This design comes from an exercise in tuning for small area, a short achievable clock period and few clock cycles on the open sky130 flow, not from production work.
Function was checked by simulation only, so behaviour that the tests miss may differ from the original.
No activity file was given, so power comes from the tool's default toggle rates.

**flow/config.mk**
```make
export PLATFORM = sky130hd
export DESIGN_NAME = ordered_list_store
export DESIGN_NICKNAME = ordered_list_store
export VERILOG_FILES = /design/flow/design.v
export SDC_FILE = /design/flow/constraint.sdc
export NUM_CORES = 4
export LEC_CHECK = 0
export ABC_CLOCK_PERIOD_IN_PS = 2500
export CAP_MARGIN = 20
export CORE_MARGIN = 2
export CORE_UTILIZATION = 40
export SETUP_SLACK_MARGIN = 2.0
export SLEW_MARGIN = 20
```
**flow/design.v**
```verilog
package olst_pkg;
   localparam int CAPACITY_DEF = 64;
   localparam int VALUE_W      = 32;
   localparam logic [VALUE_W-1:0] PART_MASK = 32'hF000_000F;
   function automatic logic [63:0] or_up(input logic [63:0] x);
      logic [63:0] r;
      r = {x[62:0], 1'b0};
      for (int d = 1; d < 64; d = d * 2) begin
         for (int i = 63; i >= d; i--) begin
            r[i] = r[i] | r[i-d];
         end
      end
      or_up = r;
   endfunction
   function automatic logic [63:0] or_down(input logic [63:0] x);
      logic [63:0] r;
      r = {1'b0, x[63:1]};
      for (int d = 1; d < 64; d = d * 2) begin
         for (int i = 0; i < 64 - d; i++) begin
            r[i] = r[i] | r[i+d];
         end
      end
      or_down = r;
   endfunction
   typedef enum logic [1:0] {
      KIND_APPEND   = 2'd0,
      KIND_DELETE   = 2'd1,
      KIND_LIST_FWD = 2'd2,
      KIND_LIST_BWD = 2'd3
   } kind_type;
   typedef enum logic [2:0] {
      STAT_APPENDED  = 3'd0,
      STAT_DELETED   = 3'd1,
      STAT_NOT_FOUND = 3'd2,
      STAT_FULL      = 3'd3,
      STAT_EMPTY     = 3'd4,
      STAT_LISTED    = 3'd5
   } status_type;
   typedef struct packed {
      status_type                 status;
      logic signed [VALUE_W-1:0]  item_value;
      logic                       last;
   } beat_type;
endpackage
module olst_mem #(
   parameter int DEPTH = olst_pkg::CAPACITY_DEF
) (
   input  logic                                clock,
   input  logic                                reset,
   input  logic                                app_en,
   input  logic signed [olst_pkg::VALUE_W-1:0] app_value,
   input  logic [DEPTH-1:0]                    kill,
   input  logic signed [olst_pkg::VALUE_W-1:0] part_key,
   output logic [DEPTH-1:0]                    part_hit,
   output logic [DEPTH-1:0]                    valid,
   input  logic [DEPTH-1:0]                    rd_sel,
   output logic signed [olst_pkg::VALUE_W-1:0] rd_data
);
   localparam logic [olst_pkg::VALUE_W-1:0] PART_MASK = olst_pkg::PART_MASK;
   logic [DEPTH-1:0][olst_pkg::VALUE_W-1:0] ent_ff;
   logic [DEPTH-1:0]                        vld_ff, vld_in;
   logic [DEPTH-1:0]                        low_full;   
   logic [DEPTH-1:0]                        shift;      
   always_comb begin
      low_full = {vld_ff[DEPTH-2:0], 1'b1};
      for (int d = 1; d < DEPTH; d = d * 2) begin
         for (int i = DEPTH - 1; i >= d; i--) begin
            low_full[i] = low_full[i] && low_full[i-d];
         end
      end
      shift = low_full & {DEPTH{app_en}};
      vld_in[0] = app_en || (vld_ff[0] && !kill[0]);
      for (int i = 1; i < DEPTH; i++) begin
         vld_in[i] = shift[i] ? vld_ff[i-1] : (vld_ff[i] && !kill[i]);
      end
      for (int i = 0; i < DEPTH; i++) begin
         part_hit[i] = vld_ff[i] && (((ent_ff[i] ^ part_key) & PART_MASK) == '0);
      end
      rd_data = '0;
      for (int i = 0; i < DEPTH; i++) begin
         rd_data = rd_data | (ent_ff[i] & {olst_pkg::VALUE_W{rd_sel[i]}});
      end
   end
   always_ff @(posedge clock) begin
      if (reset) begin
         vld_ff <= '0;
      end else begin
         vld_ff <= vld_in;
      end
   end
   always_ff @(posedge clock) begin
      if (shift[0]) begin
         ent_ff[0] <= app_value;
      end
      for (int i = 1; i < DEPTH; i++) begin
         if (shift[i]) begin
            ent_ff[i] <= ent_ff[i-1];
         end
      end
   end
   assign valid = vld_ff;
endmodule
module olst_ctrl #(
   parameter int CAPACITY = olst_pkg::CAPACITY_DEF
) (
   input  logic                                clock,
   input  logic                                reset,
   input  logic                                req_valid,
   output logic                                req_stall,
   input  logic [1:0]                          req_kind,
   input  logic signed [olst_pkg::VALUE_W-1:0] req_value,
   input  logic                                out_free,
   output logic                                push,
   output olst_pkg::beat_type                  beat,
   output logic                                app_en,
   output logic [CAPACITY-1:0]                 kill,
   output logic signed [olst_pkg::VALUE_W-1:0] part_key,
   input  logic [CAPACITY-1:0]                 part_hit,
   input  logic [CAPACITY-1:0]                 valid,
   output logic [CAPACITY-1:0]                 rd_sel,
   input  logic signed [olst_pkg::VALUE_W-1:0] rd_data
);
   logic                                idle_ff, idle_in;
   logic                                list_ff, list_in;
   logic                                cmp_ff, cmp_in;
   logic                                act_ff, act_in;
   logic                                hold_ff, hold_in;
   logic                                stall_ff;
   logic                                fwd_ff, fwd_in;
   logic [CAPACITY-1:0]                 ptr_ff, ptr_in;
   logic [CAPACITY-1:0]                 rest_ff, rest_in;
   logic signed [olst_pkg::VALUE_W-1:0] key_ff;
   logic signed [olst_pkg::VALUE_W-1:0] rd_ff;
   logic                                same;
   olst_pkg::status_type                hold_st_ff, hold_st_in;
   logic                accept;
   logic                full;
   logic                empty;      
   logic                no_part;    
   logic                single;     
   logic                none;       
   logic                walk_desc;  
   logic [CAPACITY-1:0] r_hi, r_lo, v_hi, v_lo, p_hi;
   logic [CAPACITY-1:0] walk_nxt, walk_rest;
   logic [CAPACITY-1:0] new_nxt, new_rest;
   olst_pkg::status_type                st;
   logic signed [olst_pkg::VALUE_W-1:0] beat_val;
   always_ff @(posedge clock) begin
      if (reset) begin
         idle_ff  <= 1'b1;
         list_ff  <= 1'b0;
         cmp_ff   <= 1'b0;
         act_ff   <= 1'b0;
         hold_ff  <= 1'b0;
         stall_ff <= 1'b0;
      end else begin
         idle_ff  <= idle_in;
         list_ff  <= list_in;
         cmp_ff   <= cmp_in;
         act_ff   <= act_in;
         hold_ff  <= hold_in;
         stall_ff <= !idle_in;
      end
   end
   always_ff @(posedge clock) begin
      rd_ff      <= rd_data;
      fwd_ff     <= fwd_in;
      ptr_ff     <= ptr_in;
      rest_ff    <= rest_in;
      hold_st_ff <= hold_st_in;
      if (idle_ff) begin
         key_ff <= req_value;
      end
   end
   always_comb begin
      part_key  = req_value;
      same      = (rd_ff == key_ff);
      full      = &valid;
      empty     = !(|valid);
      no_part   = !(|part_hit);
      none      = !(|rest_ff);
      walk_desc = !list_ff || fwd_ff;
      r_hi      = olst_pkg::or_down(rest_ff);
      r_lo      = olst_pkg::or_up(rest_ff);
      walk_nxt  = walk_desc ? (rest_ff & ~r_hi) : (rest_ff & ~r_lo);
      walk_rest = walk_desc ? (rest_ff & r_hi) : (rest_ff & r_lo);
      v_hi = olst_pkg::or_down(valid);
      v_lo = olst_pkg::or_up(valid);
      p_hi = olst_pkg::or_down(part_hit);
      unique case (req_kind)
         olst_pkg::KIND_DELETE: begin
            new_nxt  = part_hit & ~p_hi;
            new_rest = part_hit & p_hi;
         end
         olst_pkg::KIND_LIST_BWD: begin
            new_nxt  = valid & ~v_lo;
            new_rest = valid & v_lo;
         end
         default: begin
            new_nxt  = valid & ~v_hi;
            new_rest = valid & v_hi;
         end
      endcase
   end
   always_comb begin
      accept     = req_valid && !stall_ff;
      idle_in    = idle_ff;
      list_in    = list_ff;
      cmp_in     = cmp_ff;
      act_in     = act_ff;
      hold_in    = hold_ff;
      fwd_in     = fwd_ff;
      hold_st_in = hold_st_ff;
      app_en     = 1'b0;
      kill       = '0;
      push       = 1'b0;
      single     = 1'b0;
      st         = olst_pkg::STAT_LISTED;
      rd_sel     = ptr_ff;
      if (idle_ff) begin
         ptr_in  = new_nxt;
         rest_in = new_rest;
      end else if (cmp_ff || (list_ff && !out_free)) begin
         ptr_in  = ptr_ff;
         rest_in = rest_ff;
      end else begin
         ptr_in  = walk_nxt;
         rest_in = walk_rest;
      end
      if (idle_ff) begin
         unique case (req_kind)
            olst_pkg::KIND_APPEND: begin
               single = 1'b1;
               st     = full ? olst_pkg::STAT_FULL : olst_pkg::STAT_APPENDED;
               app_en = accept && !full;
            end
            olst_pkg::KIND_DELETE: begin
               single = no_part;
               st     = olst_pkg::STAT_NOT_FOUND;
            end
            default: begin
               single = empty;
               st     = olst_pkg::STAT_EMPTY;
            end
         endcase
         hold_st_in = st;
         if (accept) begin
            push    = single && out_free;
            idle_in = single && out_free;
            hold_in = single && !out_free;
            cmp_in  = !single && (req_kind == olst_pkg::KIND_DELETE);
            list_in = !single && req_kind[1];
            fwd_in  = (req_kind == olst_pkg::KIND_LIST_FWD);
         end
      end
      if (hold_ff) begin
         st = hold_st_ff;
         if (out_free) begin
            push    = 1'b1;
            hold_in = 1'b0;
            idle_in = 1'b1;
         end
      end
      if (list_ff) begin
         if (out_free) begin
            push = 1'b1;
            if (none) begin
               list_in = 1'b0;
               idle_in = 1'b1;
            end
         end
      end
      if (cmp_ff) begin
         cmp_in = 1'b0;
         act_in = 1'b1;
      end
      if (act_ff) begin
         st         = same ? olst_pkg::STAT_DELETED : olst_pkg::STAT_NOT_FOUND;
         hold_st_in = st;
         act_in     = 1'b0;
         if (same || none) begin
            kill    = same ? ptr_ff : '0;
            push    = out_free;
            idle_in = out_free;
            hold_in = !out_free;
         end else begin
            cmp_in = 1'b1;
         end
      end
      if (list_ff) begin
         beat_val = rd_data;
      end else if (idle_ff) begin
         beat_val = req_kind[1] ? 32'sd0 : req_value;
      end else if (hold_ff && (hold_st_ff == olst_pkg::STAT_EMPTY)) begin
         beat_val = 32'sd0;
      end else begin
         beat_val = key_ff;
      end
      beat = {st, beat_val, list_ff ? none : 1'b1};
   end
   assign req_stall = stall_ff;
endmodule
module ordered_list_store #(
   parameter int CAPACITY = olst_pkg::CAPACITY_DEF
) (
   input  logic                                clock,
   input  logic                                reset,
   input  logic                                req_valid,
   output logic                                req_stall,
   input  logic [1:0]                          req_kind,
   input  logic signed [olst_pkg::VALUE_W-1:0] req_value,
   output logic                                rsp_valid,
   input  logic                                rsp_stall,
   output logic [2:0]                          rsp_status,
   output logic signed [olst_pkg::VALUE_W-1:0] rsp_item_value,
   output logic                                rsp_last
);
   logic                                push;
   olst_pkg::beat_type                  beat;
   logic                                app_en;
   logic [CAPACITY-1:0]                 kill;
   logic signed [olst_pkg::VALUE_W-1:0] part_key;
   logic [CAPACITY-1:0]                 part_hit;
   logic [CAPACITY-1:0]                 valid;
   logic [CAPACITY-1:0]                 rd_sel;
   logic signed [olst_pkg::VALUE_W-1:0] rd_data;
   logic               hd_vld_ff, hd_vld_in;
   olst_pkg::beat_type hd_ff, hd_in;
   logic               out_free;
   olst_ctrl #(
      .CAPACITY (CAPACITY)
   ) u_ctrl (
      .clock       (clock),
      .reset       (reset),
      .req_valid   (req_valid),
      .req_stall   (req_stall),
      .req_kind    (req_kind),
      .req_value   (req_value),
      .out_free    (out_free),
      .push        (push),
      .beat        (beat),
      .app_en      (app_en),
      .kill        (kill),
      .part_key    (part_key),
      .part_hit    (part_hit),
      .valid       (valid),
      .rd_sel      (rd_sel),
      .rd_data     (rd_data)
   );
   olst_mem #(
      .DEPTH (CAPACITY)
   ) u_mem (
      .clock     (clock),
      .reset     (reset),
      .app_en    (app_en),
      .app_value (req_value),
      .kill      (kill),
      .part_key  (part_key),
      .part_hit  (part_hit),
      .valid     (valid),
      .rd_sel    (rd_sel),
      .rd_data   (rd_data)
   );
   always_comb begin
      out_free  = !hd_vld_ff || !rsp_stall;
      hd_vld_in = push || !out_free;
      hd_in     = out_free ? beat : hd_ff;
   end
   always_ff @(posedge clock) begin
      if (reset) begin
         hd_vld_ff <= 1'b0;
      end else begin
         hd_vld_ff <= hd_vld_in;
      end
   end
   always_ff @(posedge clock) begin
      hd_ff <= hd_in;
   end
   assign rsp_valid      = hd_vld_ff;
   assign rsp_status     = hd_ff.status;
   assign rsp_item_value = hd_ff.item_value;
   assign rsp_last       = hd_ff.last;
endmodule
```
**flow/run.sh**
```bash
#!/bin/bash
# synth_recipe.tcl (not shown) runs the flow's synth.tcl, then flattens the netlist and writes it again
# the make line also repeats each setting of config.mk as NAME=value (left out here)
make -C /OpenROAD-flow-scripts/flow DESIGN_CONFIG=/design/flow/config.mk WORK_HOME=/design/flow/orfs CLKGATE_MAP_FILE= SYNTH_SCRIPT=/design/flow/synth_recipe.tcl finish
```
**flow/constraint.sdc**
```tcl
create_clock -name core_clock -period 5.5 [get_ports {clock}]
set_input_delay 1.1000 -clock core_clock [delete_from_list [all_inputs] [get_ports {clock}]]
set_output_delay 1.1000 -clock core_clock [all_outputs]
set_load 0.01 [all_outputs]
```
==> flow_metrics.tcl, run 1 <==
set metrics [dict create \
    fin_crit_sh 0.699 \
    mostFrequentLayoutCell "edfxtp_1" \
    numClockSinks 2351 \
    cts_buffers 274 \
    drcViolationCount 0 \
    preCtsSetupSlack_ns 0.329 \
    hpwl_mm 393 \
    vias 85000 \
    ys_seq_area_frac 0.707 \
    final.setup.tns_ns 0 \
    crit-reg2reg-launch "u_ctrl.ptr_ff[44]" \
    slew_viol_final 0 \
    crit_start "u_ctrl.ptr_ff[44]" \
    first_pass_iters 9 \
    grt_max_degree 115 \
    gp_congestion 1.14 \
    ios 76 \
    layout_common_cells "2248 x edfxtp_1, 581 x a22oi_1, 479 x buf_4" \
    synth_cell_types 73 \
    synth_top_family_by_area "compound AO/OA/AOI/OAI gates" \
    grt_pass1_wl_mm 757 \
    ys.flop_type "edfxtp_1" \
    critPathArrivalTime_ns 4.38 \
    syn-mean-instance-area_sq_um 14.3 \
    antenna_found_initial 73 \
    min_period_ns 3.84 \
    clock_latency_ns 0.99 \
    power_density_nw_per_um2 338 \
    hold_viol_final 0 \
    synth_area_sq_um 98400 \
    r2r_setup_slack_ns 1.66 \
    ys_ff_latch 2351 \
    tritoncts "yes" \
    critPathMaxFanout 3 \
    setup-violations-final 0 \
    synthAdderAreaFrac 0 \
    cts_buffer_depth 4 \
    r2r_end "hd_ff[1]" \
    layout_setup_ws_ns 1.66 \
    slew-limit-headroom 0.0844 \
    grt_overflow 0 \
    synthCells 6890 \
    postLayoutCellArea_sq_um 118000 \
    drive_gt1_frac 0.174 \
    worst_pin_slew_ns 1.37 \
    synthMuxAreaShare 0.000203 \
    slowest_stage "nor3_1" \
    nNetsFinal 7430 \
    drv_cap 0 \
    drt_wl_total_mm 602 \
    h-tree-depth 5 \
    wl_per_cell_microns 55.4 \
    synth_edf_count 2248 \
    core_sq_um 245000 \
    die_w_microns 500 \
    grt_util_all_layers 0.465 \
    synthesis.nets 6928 \
    yosys.area_share.simple 0.0894 \
    root_buffer "clkbuf_16" \
    status "timing/DRC/antenna clean" \
    rsz0062_at_grt "yes" \
    fmax_mhz 260 \
    portBuffers 75 \
    path_cells "a22o_1 > a221oi_1 > nand4_1 > nor3_1 > a31oi_1" \
    max_stage_delay_ns 0.95 \
    placed_cell_area_sq_um 106000 \
    synthXorXnorAreaFrac 0.0484 \
    rows 182 \
    area_growth_pct 19.5 \
    synth_compound_area_frac 0.129 \
    ant_nets 0 \
    power.total_mw 39.7 \
    critPathLaunchType "flop" \
    hold_class "flop to flop" \
    synthArstFlopShare 0 \
    reg2reg_depth 5 \
    skew_ns 0.0897 \
    die-area_sq_um 250000 \
    endpoint_kind "flop" \
    grt_pass1_vias 76000 \
    whs_path_depth 0 \
    ir_drop_uv 324 \
    drt_iter0_markers 19700 \
    synth_warnings 3 \
    clkTransAtPathRegs_ns 0.07 \
    crit_path_end "hd_ff[1]" \
    dieHeight_microns 500 \
    viasPerCell 7.83 \
    start_util 0.401 \
    leakagePower_nw 37.5 \
    worstSetupPathType "flop to flop" \
    required_ns 6.04 \
]
cell families (layout without fill, tap and decap cells):
logic type | after synthesis | count (layout)
flip-flops | 2351 | 2351
AO/OA/AOI/OAI | 1710 | 1710
AND/OR/NAND/NOR | 1667 | 1668
buffers and inverters | 616 | 1313
XOR/XNOR | 544 | 544
multiplexers | 2 | 2
other | 0 | 58
where the power goes:
group,switching (mW),internal [mW],total [mW]
registers,0.0842,19.5,19.5
logic,1.42,0.624,2.04
clock network,7.72,10.4,18.2
metal layers:
| layer | GRT usage | vias to the layer above | share of wire |
|---|---|---|---|
| li1 | - | 28800 | - |
| met1 | 0.562 | 42000 | 0.33 |
| met2 | 0.633 | 10900 | 0.39 |
| met3 | 0.237 | 3196 | 0.18 |
| met4 | 0.331 | 56 | 0.093 |
| met5 | 0.0243 | - | 0.0021 |
Yosys cell counts (20+ instances only):
library cell     n  area share
a21oi_1        138      0.0070
a221oi_1       256       0.023
a22o_1         237       0.021
a22oi_1        583       0.044
a31o_2          22      0.0020
a31oi_1         83      0.0053
and3_1          32      0.0020
buf_1           31      0.0012
buf_6           32      0.0037
clkbuf_1       368       0.014
dfxtp_1        103       0.021
edfxtp_1      2248        0.69
inv_1          156      0.0059
nand2_1        332       0.013
nand3_1        290       0.015
nand4_1        232       0.015
nor2_1         168      0.0064
nor2b_1         25      0.0016
nor3_1         202       0.010
nor3b_1         27      0.0021
nor4_1         139      0.0088
o21ai_0        190      0.0097
o22ai_1         37      0.0024
o32ai_1         20      0.0018
or2_2           23      0.0015
or3_1           61      0.0039
or4_1           67      0.0051
xnor2_1        447       0.040
xor2_1          97      0.0086
critical path, delay by kind of cell, from the launching register on:
| family | cells | cell delay, ns |
|---|---|---|
| flip-flops | 1 | 0.71 |
| AND/OR/NAND/NOR | 2 | 1.24 |
| AO/OA/AOI/OAI | 3 | 1.52 |
sequential cells by signal (all words and copies together), names as in the netlist, 3 cells and up:
signal	count
hd_ff	36
u_ctrl.hold_st_ff	3
u_ctrl.key_ff	32
u_ctrl.ptr_ff	64
u_ctrl.rd_ff	32
u_ctrl.rest_ff	64
u_mem.ent_ff	2048
u_mem.vld_ff	64
cell type report:
class                      instances  area (sq um)
antenna                           58           145
clock buffer                     340          7310
clock inverter                   132          1210
fill                           21200        128000
inverter                         159           738
multi-input combinational       3924         27600
sequential                      2351         69600
tap                             3220          4030
timing repair buffer             682          6970
how the worst min path moves through the flow:
stage / from / endpoint / slack, ns
after floorplan: u_mem.ent_ff[71] / u_mem.ent_ff[103] / 0.43
after global placement: u_mem.ent_ff[406] / u_mem.ent_ff[438] / 0.43
after detailed placement: u_mem.ent_ff[394] / u_mem.ent_ff[426] / 0.43
after CTS: u_mem.ent_ff[1104] / u_mem.ent_ff[1136] / 0.40
after global routing: u_mem.ent_ff[1104] / u_mem.ent_ff[1136] / 0.41
final: u_mem.ent_ff[591] / u_mem.ent_ff[623] / 0.40
repair_timing:
item / CTS / global route
setup endpoints to repair: 2114 / 403
hold buffers: 0 / 0
setup buffers: 104 / 48
cloned: 8 / 2
pin swaps: 40 / 21
gates resized for setup: 194 / 94
through the flow:
stage,cells,hold slack [ns],utilization
3_5_place_dp,10200,0.433,0.433
2_1_floorplan,6890,0.427,-
6_report,10900,0.403,0.479
5_1_grt,10800,0.408,0.479
4_1_cts,10800,0.401,0.475
3_3_place_gp,10200,0.428,0.432
Testbench counts, summed over its fixed seeds: cycles 31,769.
==> run 2: changes to the inputs <==
--- a/flow/design.v
+++ b/flow/design.v
@@ -4,21 +4,61 @@
    localparam logic [VALUE_W-1:0] PART_MASK = 32'hF000_000F;
-   function automatic logic [63:0] or_up(input logic [63:0] x);
+   function automatic logic [7:0] top8(input logic [7:0] x);
+      logic [7:0] r;
+      for (int i = 0; i < 8; i++) begin
+         r[i] = x[i] && ((x >> (i + 1)) == 8'd0);
+      end
+      top8 = r;
+   endfunction
+   function automatic logic [7:0] bot8(input logic [7:0] x);
+      logic [7:0] r;
+      for (int i = 0; i < 8; i++) begin
+         r[i] = x[i] && ((x << (8 - i)) == 8'd0);
+      end
+      bot8 = r;
+   endfunction
+   function automatic logic [63:0] top64(input logic [63:0] x);
+      logic [7:0]  g;
+      logic [7:0]  gt;
       logic [63:0] r;
-      r = {x[62:0], 1'b0};
-      for (int d = 1; d < 64; d = d * 2) begin
-         for (int i = 63; i >= d; i--) begin
-            r[i] = r[i] | r[i-d];
-         end
+      for (int k = 0; k < 8; k++) begin
+         g[k] = |x[8*k +: 8];
+      end
+      gt = top8(g);
+      for (int k = 0; k < 8; k++) begin
+         r[8*k +: 8] = gt[k] ? top8(x[8*k +: 8]) : 8'd0;
       end
-      or_up = r;
+      top64 = r;
    endfunction
-   function automatic logic [63:0] or_down(input logic [63:0] x);
+   function automatic logic [63:0] bot64(input logic [63:0] x);
+      logic [7:0]  g;
+      logic [7:0]  gb;
       logic [63:0] r;
-      r = {1'b0, x[63:1]};
-      for (int d = 1; d < 64; d = d * 2) begin
-         for (int i = 0; i < 64 - d; i++) begin
-            r[i] = r[i] | r[i+d];
-         end
+      for (int k = 0; k < 8; k++) begin
+         g[k] = |x[8*k +: 8];
       end
-      or_down = r;
+      gb = bot8(g);
+      for (int k = 0; k < 8; k++) begin
+         r[8*k +: 8] = gb[k] ? bot8(x[8*k +: 8]) : 8'd0;
+      end
+      bot64 = r;
+   endfunction
+   function automatic logic [7:0] groups8(input logic [63:0] x);
+      logic [7:0] g;
+      for (int k = 0; k < 8; k++) begin
+         g[k] = |x[8*k +: 8];
+      end
+      groups8 = g;
+   endfunction
+   function automatic logic [7:0] groups_left(input logic [63:0] x,
+                                              input logic [7:0] g,
+                                              input logic desc);
+      logic [7:0] gs;
+      logic [7:0] loc;
+      logic [7:0] r;
+      gs = desc ? top8(g) : bot8(g);
+      for (int k = 0; k < 8; k++) begin
+         loc  = desc ? top8(x[8*k +: 8]) : bot8(x[8*k +: 8]);
+         r[k] = g[k] && (!gs[k] || ((x[8*k +: 8] & ~loc) != 8'd0));
+      end
+      groups_left = r;
    endfunction
@@ -131,2 +171,3 @@
    logic [CAPACITY-1:0]                 rest_ff, rest_in;
+   logic [CAPACITY/8-1:0]               grest_ff, grest_in;    
    logic signed [olst_pkg::VALUE_W-1:0] key_ff;
@@ -142,3 +183,5 @@
    logic                walk_desc;  
-   logic [CAPACITY-1:0] r_hi, r_lo, v_hi, v_lo, p_hi;
+   logic [CAPACITY-1:0] v_hi, v_lo, p_hi;
+   logic [7:0]          g_hi, g_lo;
+   logic [7:0]          walk_grest, new_grest;
    logic [CAPACITY-1:0] walk_nxt, walk_rest;
@@ -169,2 +212,3 @@
       rest_ff    <= rest_in;
+      grest_ff   <= grest_in;
       hold_st_ff <= hold_st_in;
@@ -180,23 +224,33 @@
       no_part   = !(|part_hit);
-      none      = !(|rest_ff);
+      none      = !(|grest_ff);
       walk_desc = !list_ff || fwd_ff;
-      r_hi      = olst_pkg::or_down(rest_ff);
-      r_lo      = olst_pkg::or_up(rest_ff);
-      walk_nxt  = walk_desc ? (rest_ff & ~r_hi) : (rest_ff & ~r_lo);
-      walk_rest = walk_desc ? (rest_ff & r_hi) : (rest_ff & r_lo);
-      v_hi = olst_pkg::or_down(valid);
-      v_lo = olst_pkg::or_up(valid);
-      p_hi = olst_pkg::or_down(part_hit);
+      g_hi      = olst_pkg::top8(grest_ff);
+      g_lo      = olst_pkg::bot8(grest_ff);
+      for (int g = 0; g < CAPACITY / 8; g++) begin
+         if (walk_desc) begin
+            walk_nxt[8*g +: 8] = g_hi[g] ? olst_pkg::top8(rest_ff[8*g +: 8]) : 8'd0;
+         end else begin
+            walk_nxt[8*g +: 8] = g_lo[g] ? olst_pkg::bot8(rest_ff[8*g +: 8]) : 8'd0;
+         end
+      end
+      walk_rest  = rest_ff & ~walk_nxt;
+      walk_grest = olst_pkg::groups_left(rest_ff, grest_ff, walk_desc);
+      v_hi = olst_pkg::top64(valid);
+      v_lo = olst_pkg::bot64(valid);
+      p_hi = olst_pkg::top64(part_hit);
       unique case (req_kind)
          olst_pkg::KIND_DELETE: begin
-            new_nxt  = part_hit & ~p_hi;
-            new_rest = part_hit & p_hi;
+            new_nxt   = p_hi;
+            new_rest  = part_hit & ~p_hi;
+            new_grest = olst_pkg::groups_left(part_hit, olst_pkg::groups8(part_hit), 1'b1);
          end
          olst_pkg::KIND_LIST_BWD: begin
-            new_nxt  = valid & ~v_lo;
-            new_rest = valid & v_lo;
+            new_nxt   = v_lo;
+            new_rest  = valid & ~v_lo;
+            new_grest = olst_pkg::groups_left(valid, olst_pkg::groups8(valid), 1'b0);
          end
          default: begin
-            new_nxt  = valid & ~v_hi;
-            new_rest = valid & v_hi;
+            new_nxt   = v_hi;
+            new_rest  = valid & ~v_hi;
+            new_grest = olst_pkg::groups_left(valid, olst_pkg::groups8(valid), 1'b1);
          end
@@ -220,10 +274,13 @@
       if (idle_ff) begin
-         ptr_in  = new_nxt;
-         rest_in = new_rest;
+         ptr_in   = new_nxt;
+         rest_in  = new_rest;
+         grest_in = new_grest;
       end else if (cmp_ff || (list_ff && !out_free)) begin
-         ptr_in  = ptr_ff;
-         rest_in = rest_ff;
+         ptr_in   = ptr_ff;
+         rest_in  = rest_ff;
+         grest_in = grest_ff;
       end else begin
-         ptr_in  = walk_nxt;
-         rest_in = walk_rest;
+         ptr_in   = walk_nxt;
+         rest_in  = walk_rest;
+         grest_in = walk_grest;
       end
--- a/flow/config.mk
+++ b/flow/config.mk
@@ -7,3 +7,2 @@
 export LEC_CHECK = 0
-export ABC_CLOCK_PERIOD_IN_PS = 2500
 export CAP_MARGIN = 20
@@ -11,2 +10,3 @@
 export CORE_UTILIZATION = 40
+export CTS_BUF_LIST = sky130_fd_sc_hd__clkbuf_8
 export SETUP_SLACK_MARGIN = 2.0
==> run 2 against run 1 <==
Compared with the run above: critical path type unchanged; largest power group unchanged; sequential share of layout area is 1.5 points higher; die area hardly changed; cell area is 2.2% lower.
==> flow_metrics.tcl, run 2 <==
set metrics [dict create \
    drt_wl_total_mm 549 \
    die_w_microns 500 \
    skew_ns 0.127 \
    critPathArrivalTime_ns 4.47 \
    gp_congestion 1.05 \
    required_ns 6.27 \
    final.setup.tns_ns 0 \
    cts_buffers 406 \
    h-tree-depth 5 \
    cts_buffer_depth 4 \
    synth_warnings 3 \
    start_util 0.401 \
    core_sq_um 245000 \
    grt_util_all_layers 0.423 \
    hold_class "input port to flop" \
    ant_nets 0 \
    fin_crit_sh 0.672 \
    largest_register "u_mem.ent_ff" \
    drive_gt1_frac 0.166 \
    antenna_found_initial 49 \
    min-delay-start "reset" \
    drcViolationCount 0 \
    die-area_sq_um 250000 \
    yosys-top-cells-count "2256 x edfxtp_1, 584 x a22oi_1, 383 x xnor2_1" \
    min_period_ns 3.70 \
    power_density_nw_per_um2 329 \
    tritoncts "yes" \
    endpoint_kind "flop" \
    mostFrequentLayoutCell "edfxtp_1" \
    hold_viol_final 0 \
    slew_viol_final 0 \
    r2r_setup_slack_ns 1.80 \
    first_pass_iters 10 \
    fmax_mhz 270 \
    largest_reg_flops 2048 \
    reg2reg_depth 6 \
    slew-limit-headroom 0.101 \
    fin_cells 10900 \
    clkTransAtPathRegs_ns 0.06 \
    hold_path_end "u_ctrl.cmp_ff" \
    drt_iter0_markers 19100 \
    synth_cell_types 90 \
    synth_edf_count 2256 \
    synthCells 6792 \
    status "timing/DRC/antenna clean" \
    wl_per_cell_microns 50.2 \
    layout_common_cells "2256 x edfxtp_1, 584 x a22oi_1, 434 x clkbuf_8" \
    yosys.area.top_type "edfxtp_1" \
    synth_area_sq_um 98500 \
    p_switching_mw 9.72 \
    critPathLaunchType "flop" \
    ir_drop_uv 263 \
    clock_latency_ns 1.16 \
    whs_path_depth 2 \
    ios 76 \
    vias 81600 \
    portBuffers 75 \
    crit-reg2reg-launch "u_ctrl.ptr_ff[35]" \
    hpwl_mm 346 \
    rsz0062_at_grt "yes" \
    ys_ff_latch 2359 \
    worst_pin_slew_ns 1.35 \
    grt_pass1_vias 74400 \
    dieHeight_microns 500 \
    p_clk_frac 0.409 \
    root_buffer "clkbuf_8" \
    worstSetupPathType "flop to flop" \
    setup-violations-final 0 \
    r2r_end "hd_ff[1]" \
    netlist_top_cells_area "edfxtp_1 69%, a22oi_1 4.5%, xnor2_1 3.4%" \
    critPathMaxFanout 12 \
    leakagePower_nw 36.2 \
    ys.flop_type "edfxtp_1" \
    dp_cells 10100 \
    pwr-share-comb 0.069 \
    viasPerCell 7.47 \
    synth_top_area_share 0.688 \
    power.total_mw 37.8 \
    ys_seq_area_frac 0.709 \
    grt_pass1_wl_mm 699 \
    cts_hold_buf 0 \
    synthesis.nets 6830 \
    synthArstFlopShare 0 \
    numClockSinks 2359 \
    fill_cells 21500 \
    synthMostInstantiatedCell "edfxtp_1" \
    syn-mean-instance-area_sq_um 14.5 \
    rows 182 \
    nNetsFinal 7407 \
    grt_overflow 0 \
    drv_cap 0 \
    pwr-share-seq 0.521 \
    swShare 0.257 \
    area_growth_pct 16.8 \
    grt_max_degree 81 \
    p_int_mw 28.1 \
]
-- run 2: worst max-delay path by stage --
stage	from	cells after the start	end
CTS	u_mem.vld_ff[5]	10	u_ctrl.ptr_ff[61]
global route	u_mem.vld_ff[32]	11	u_ctrl.rest_ff[18]
global placement	req_value[0]	12	u_ctrl.ptr_ff[6]
floorplan	req_kind[0]	11	u_mem.ent_ff[2016]
detailed placement	req_value[0]	12	u_ctrl.ptr_ff[6]
finish	u_ctrl.ptr_ff[35]	6	hd_ff[1]
-- run 2: routing by layer --
| metal | part of all wire | up-vias | track usage |
|---|---|---|---|
| met5 | 0.0015 | - | 0 |
| met1 | 0.32 | 40100 | 0.505 |
| met3 | 0.18 | 2696 | 0.202 |
| met2 | 0.40 | 10200 | 0.584 |
| li1 | - | 28600 | - |
| met4 | 0.10 | 51 | 0.331 |
-- run 2: power groups by stage --
stage / clock network, mW / logic [mW] / registers (mW)
global placement: 0 / 2.39 / 20.1
finish: 15.5 / 2.62 / 19.7
CTS: 15.4 / 2.43 / 19.7
floorplan: 0 / 1.11 / 20.0
detailed placement: 0 / 2.39 / 20.1
global route: 16.1 / 2.59 / 19.7
-- run 2: critical path, stage by stage (launching register included) --
cell      delay (ns)
edfxtp_1        0.84
buf_4           0.47
a22o_1          0.26
a221oi_1        0.24
nand3_1         0.13
nor4_1          0.92
a31oi_1         0.43
-- run 2: metrics by stage --
stage / instance area [sq um] / worst slack, ns / utilization / hold WS, ns
2_1_floorplan: 98700 / -0.332 / - / 0.427
3_3_place_gp: 106000 / 0.478 / 0.430 / 0.428
3_5_place_dp: 106000 / 0.429 / 0.431 / 0.433
4_1_cts: 114000 / 1.93 / 0.465 / 0.293
5_1_grt: 115000 / 1.91 / 0.469 / 0.334
6_report: 115000 / 1.80 / 0.469 / 0.360
-- run 2: cells by family (layout without fill, tap and decap cells) --
logic type | Yosys count | after routing | share of synthesized area
adders and majority gates | 37 | 37 | 0.00376
xor gates and xnor gates | 544 | 544 | 0.0484
buffers and inverters | 582 | 1470 | 0.0256
DFF | 2359 | 2359 | 0.709
AOI/OAI and AO/OA | 1760 | 1760 | 0.132
other | 0 | 25 | 0
muxes | 3 | 3 | 0.000305
and+or+nand+nor | 1507 | 1507 | 0.0809
-- run 2: area by class of cell --
class	instances	area, sq um	area share
Clock inverter	286	1470	0.0128
Clock buffer	433	5960	0.0518
Tap cell	3220	4030	0.0350
Timing Repair Buffer	605	6010	0.0523
Inverter	146	628	0.00546
Multi-Input combinational cell	3851	27000	0.235
Antenna cell	25	62.6	0.000544
Sequential cell	2359	69800	0.608
-- run 2: what timing repair did --
item                                   in CTS  in global routing
setup endpoints to repair                1722                498
pin swaps                                  27                 23
cloned                                      5                  1
endpoints found under the hold margin       0                  0
setup buffers                              54                 45
gates resized for setup                    96                103
Testbench counts of run 2, summed over its fixed seeds: cycles 31,769.
==> run 3: changes to the inputs <==
--- a/flow/config.mk
+++ b/flow/config.mk
@@ -9,4 +9,5 @@
 export CORE_MARGIN = 2
-export CORE_UTILIZATION = 40
+export CORE_UTILIZATION = 50
 export CTS_BUF_LIST = sky130_fd_sc_hd__clkbuf_8
+export PLACE_DENSITY = 0.62
 export SETUP_SLACK_MARGIN = 2.0
==> run 3 against run 2 <==
Compared with the run above: flip-flop and latch count did not move; setup slack worse by 0.19 ns; non-clock buffer count fell by 32; area after synthesis is the same; global-route usage rose by 10 points; synthesized cell count unchanged; final cell count fell by 5.5%; worst hold slack better by 0.020 ns.
==> flow_metrics.tcl, run 3 <==
set metrics [dict create \
    status "timing/DRC/antenna clean" \
    grt_max_degree 137 \
    die-area_sq_um 200000 \
    mostFrequentLayoutCell "edfxtp_1" \
    core_sq_um 195000 \
    leakagePower_nw 35.9 \
    h-tree-depth 5 \
    vias 83000 \
    fmax_mhz 257 \
    area_growth_pct 15.5 \
    nNetsFinal 7373 \
    syn-mean-instance-area_sq_um 14.5 \
    hpwl_mm 342 \
    first_pass_iters 11 \
    final.setup.tns_ns 0 \
    synthXorXnorAreaFrac 0.0484 \
    synthMostInstantiatedCell "edfxtp_1" \
    crit_family "compound AO/OA/AOI/OAI gates" \
    yosys-top-cells-count "2256 x edfxtp_1, 584 x a22oi_1, 383 x xnor2_1" \
    ir_drop_uv 269 \
    start_util 0.504 \
    drt_iter0_markers 19300 \
    dp_cells 9469 \
    rsz0062_at_grt "yes" \
    drt_wl_total_mm 541 \
    grt_overflow 0 \
    critPathArrivalTime_ns 4.65 \
    synth_area_sq_um 98500 \
    ys.flop_type "edfxtp_1" \
    hold_class "input port to flop" \
    cts_buffer_depth 4 \
    power_density_nw_per_um2 328 \
    grt_util_all_layers 0.526 \
    crit_start "u_ctrl.ptr_ff[21]" \
    worst_pin_slew_ns 1.37 \
    worstSetupPathType "flop to flop" \
    grt_pass1_vias 73700 \
    viasPerCell 8.04 \
    critPathLaunchType "flop" \
    largest_reg_flops 2048 \
    synthCells 6792 \
    critPathMaxFanout 7 \
    crit-reg2reg-launch "u_ctrl.ptr_ff[21]" \
    preCtsSetupSlack_ns 0.503 \
    yosys.area.top_type "edfxtp_1" \
    synthesis.nets 6830 \
    synth_compound_area_frac 0.132 \
    synthArstFlopShare 0 \
    wl_per_cell_microns 52.4 \
    netlist_top_cells_area "edfxtp_1 69%, a22oi_1 4.5%, xnor2_1 3.4%" \
    slew-limit-headroom 0.0883 \
    crit_buf_inv 0 \
    synth_top_area_share 0.688 \
    power.total_mw 37.3 \
    cts_hold_buf 0 \
    ys_seq_area_frac 0.709 \
    numClockSinks 2359 \
    synth_warnings 3 \
    synthAdderAreaFrac 0.00376 \
    slew_viol_final 0 \
    layout_common_cells "2256 x edfxtp_1, 584 x a22oi_1, 425 x clkbuf_8" \
    path_cells "a221oi_1 > nand3_1 > nor4_1 > a31oi_1" \
    rows 162 \
    max_stage_delay_ns 1.11 \
    antenna_found_initial 43 \
    root_buffer "clkbuf_8" \
    required_ns 6.26 \
    cts_buffers 401 \
    slowest_stage "nor4_1" \
    hold_viol_final 0 \
    min-delay-start "req_value[2]" \
    layout_setup_ws_ns 1.61 \
    fin_crit_sh 0.707 \
    synth_edf_count 2256 \
    fin_util 0.582 \
    dieHeight_microns 448 \
    fin_cells 10300 \
    skew_ns 0.0766 \
    setup-violations-final 0 \
    grt_pass1_wl_mm 686 \
    drcViolationCount 0 \
    synth_top_family_by_area "compound AO/OA/AOI/OAI gates" \
    ant_nets 0 \
    tritoncts "yes" \
    drv_cap 0 \
    ios 76 \
    portBuffers 75 \
    clock_latency_ns 1.16 \
    gp_congestion 1.10 \
    yosys.area_share.simple 0.0809 \
    ys_ff_latch 2359 \
    synthMuxAreaShare 0.000305 \
    largest_register "u_mem.ent_ff" \
    die_w_microns 448 \
    clkTransAtPathRegs_ns 0.06 \
    endpoint_kind "flop" \
    synth_cell_types 90 \
    drive_gt1_frac 0.161 \
    min_period_ns 3.89 \
]
[run 3: cell types whose count changed in the layout (fill, tap and decap cells not counted), moves of 5 or more]
cell / previous run / this run
buf_12: 76 / 63
buf_16: 11 / 6
buf_4: 422 / 397
buf_8: 3 / 8
bufinv_16: 12 / 7
clkbuf_8: 434 / 425
clkinv_1: 93 / 81
clkinv_2: 40 / 59
diode_2: 25 / 52
inv_1: 238 / 249
inv_2: 24 / 8
nand2_1: 308 / 313
nor4_4: 7 / 12
[run 3: worst reg2reg max path, delay by kind of cell (launching register included)]
kind             cells  cell delay [ns]
AND/OR/NAND/NOR      2             1.28
flip-flops           1             0.78
AO/OA/AOI/OAI        2             1.42
[run 3: power by group]
group / switching [mW] / total [mW] / internal, mW
registers: 0.141 / 19.7 / 19.6
clock network: 7.61 / 15.0 / 7.40
logic: 1.86 / 2.60 / 0.745
[run 3: timing repair]
item | 4_1_cts | 5_1_grt
setup buffers | 25 | 52
resized for setup | 90 | 119
pin swaps | 10 | 23
setup endpoints to repair | 1812 | 546
cloned | 2 | 7
[run 3: path summary, 6_finish.rpt]
path	end	slack (ns)	depth (start not counted)
min	u_mem.ent_ff[2]	0.38	1
max	hd_ff[32]	1.61	4
max reg2reg	hd_ff[32]	1.61	4
min reg2reg	u_mem.ent_ff[752]	0.41	0
[run 3: logic make-up after synthesis]
| group | Yosys count |
|---|---|
| XOR/XNOR | 544 |
| buffers and inverters | 582 |
| AO/OA/AOI/OAI | 1760 |
| AND/OR/NAND/NOR | 1507 |
| adder cells (fa/ha/maj) | 37 |
| multiplexers | 3 |
| flip-flops | 2359 |
[run 3: cell type report]
cell class | count | area [sq um]
Fill cell | 15800 | 81700
Sequential cell | 2359 | 69800
Multi-Input combinational cell | 3854 | 27000
Clock buffer | 424 | 5840
Timing Repair Buffer | 573 | 5610
Tap cell | 2624 | 3280
Clock inverter | 288 | 1340
Inverter | 146 | 667
Antenna cell | 52 | 130
[run 3: per-stage QoR]
stage / cell area (sq um) / hold WS, ns
CTS: 112000 / 0.406
floorplan: 98700 / 0.427
global placement: 105000 / 0.429
detailed placement: 105000 / 0.433
finish: 114000 / 0.380
global route: 114000 / 0.360
[run 3: per-layer routing]
metal / vias to the layer above / track usage / routed length, microns
met3: 3103 / 0.282 / 105000
met2: 11100 / 0.699 / 210000
met4: 46 / 0.413 / 55400
met5: - / 0.00757 / 713
met1: 40200 / 0.630 / 170000
li1: 28600 / - / -

-- re-timing with driven ports --
How much do the figures lean on ideal ports? The routed layouts below were timed once more, with nothing changed but the port constraints. Step 1 (the two cells are an assumption about what drives the block):
set clk [get_ports {clock}]
set_driving_cell -lib_cell sky130_fd_sc_hd__clkbuf_16 $clk
set_driving_cell -lib_cell sky130_fd_sc_hd__buf_2 [delete_from_list [all_inputs] $clk]
Step 2 adds t to the input delays and takes it off the output delays; t is the mean of the earliest and latest rising clock arrival at the registers after step 1. Input paths then give back, and output paths get back, about the clock's delay inside the block. Three values: ideal, step 1, step 2; two values: the first two.
run	t, ns	setup WS [ns]	worst setup path at the end	clock arrival spread, ns	worst data-port slew with drivers (ns)
run 1	1.035	1.655 / 1.655 / 0.852	input to register	0.104 / 0.104	0.07
run 2	1.202	1.802 / 1.802 / 0.744	input to register	0.148 / 0.148	0.15
run 3	1.216	1.611 / 1.611 / 0.688	input to register	0.077 / 0.077	0.18
After both steps every run listed still meets setup and hold. The setup slack of run 2, which loses most, moves by 0.000 ns with the drivers and by -1.058 ns with both steps.
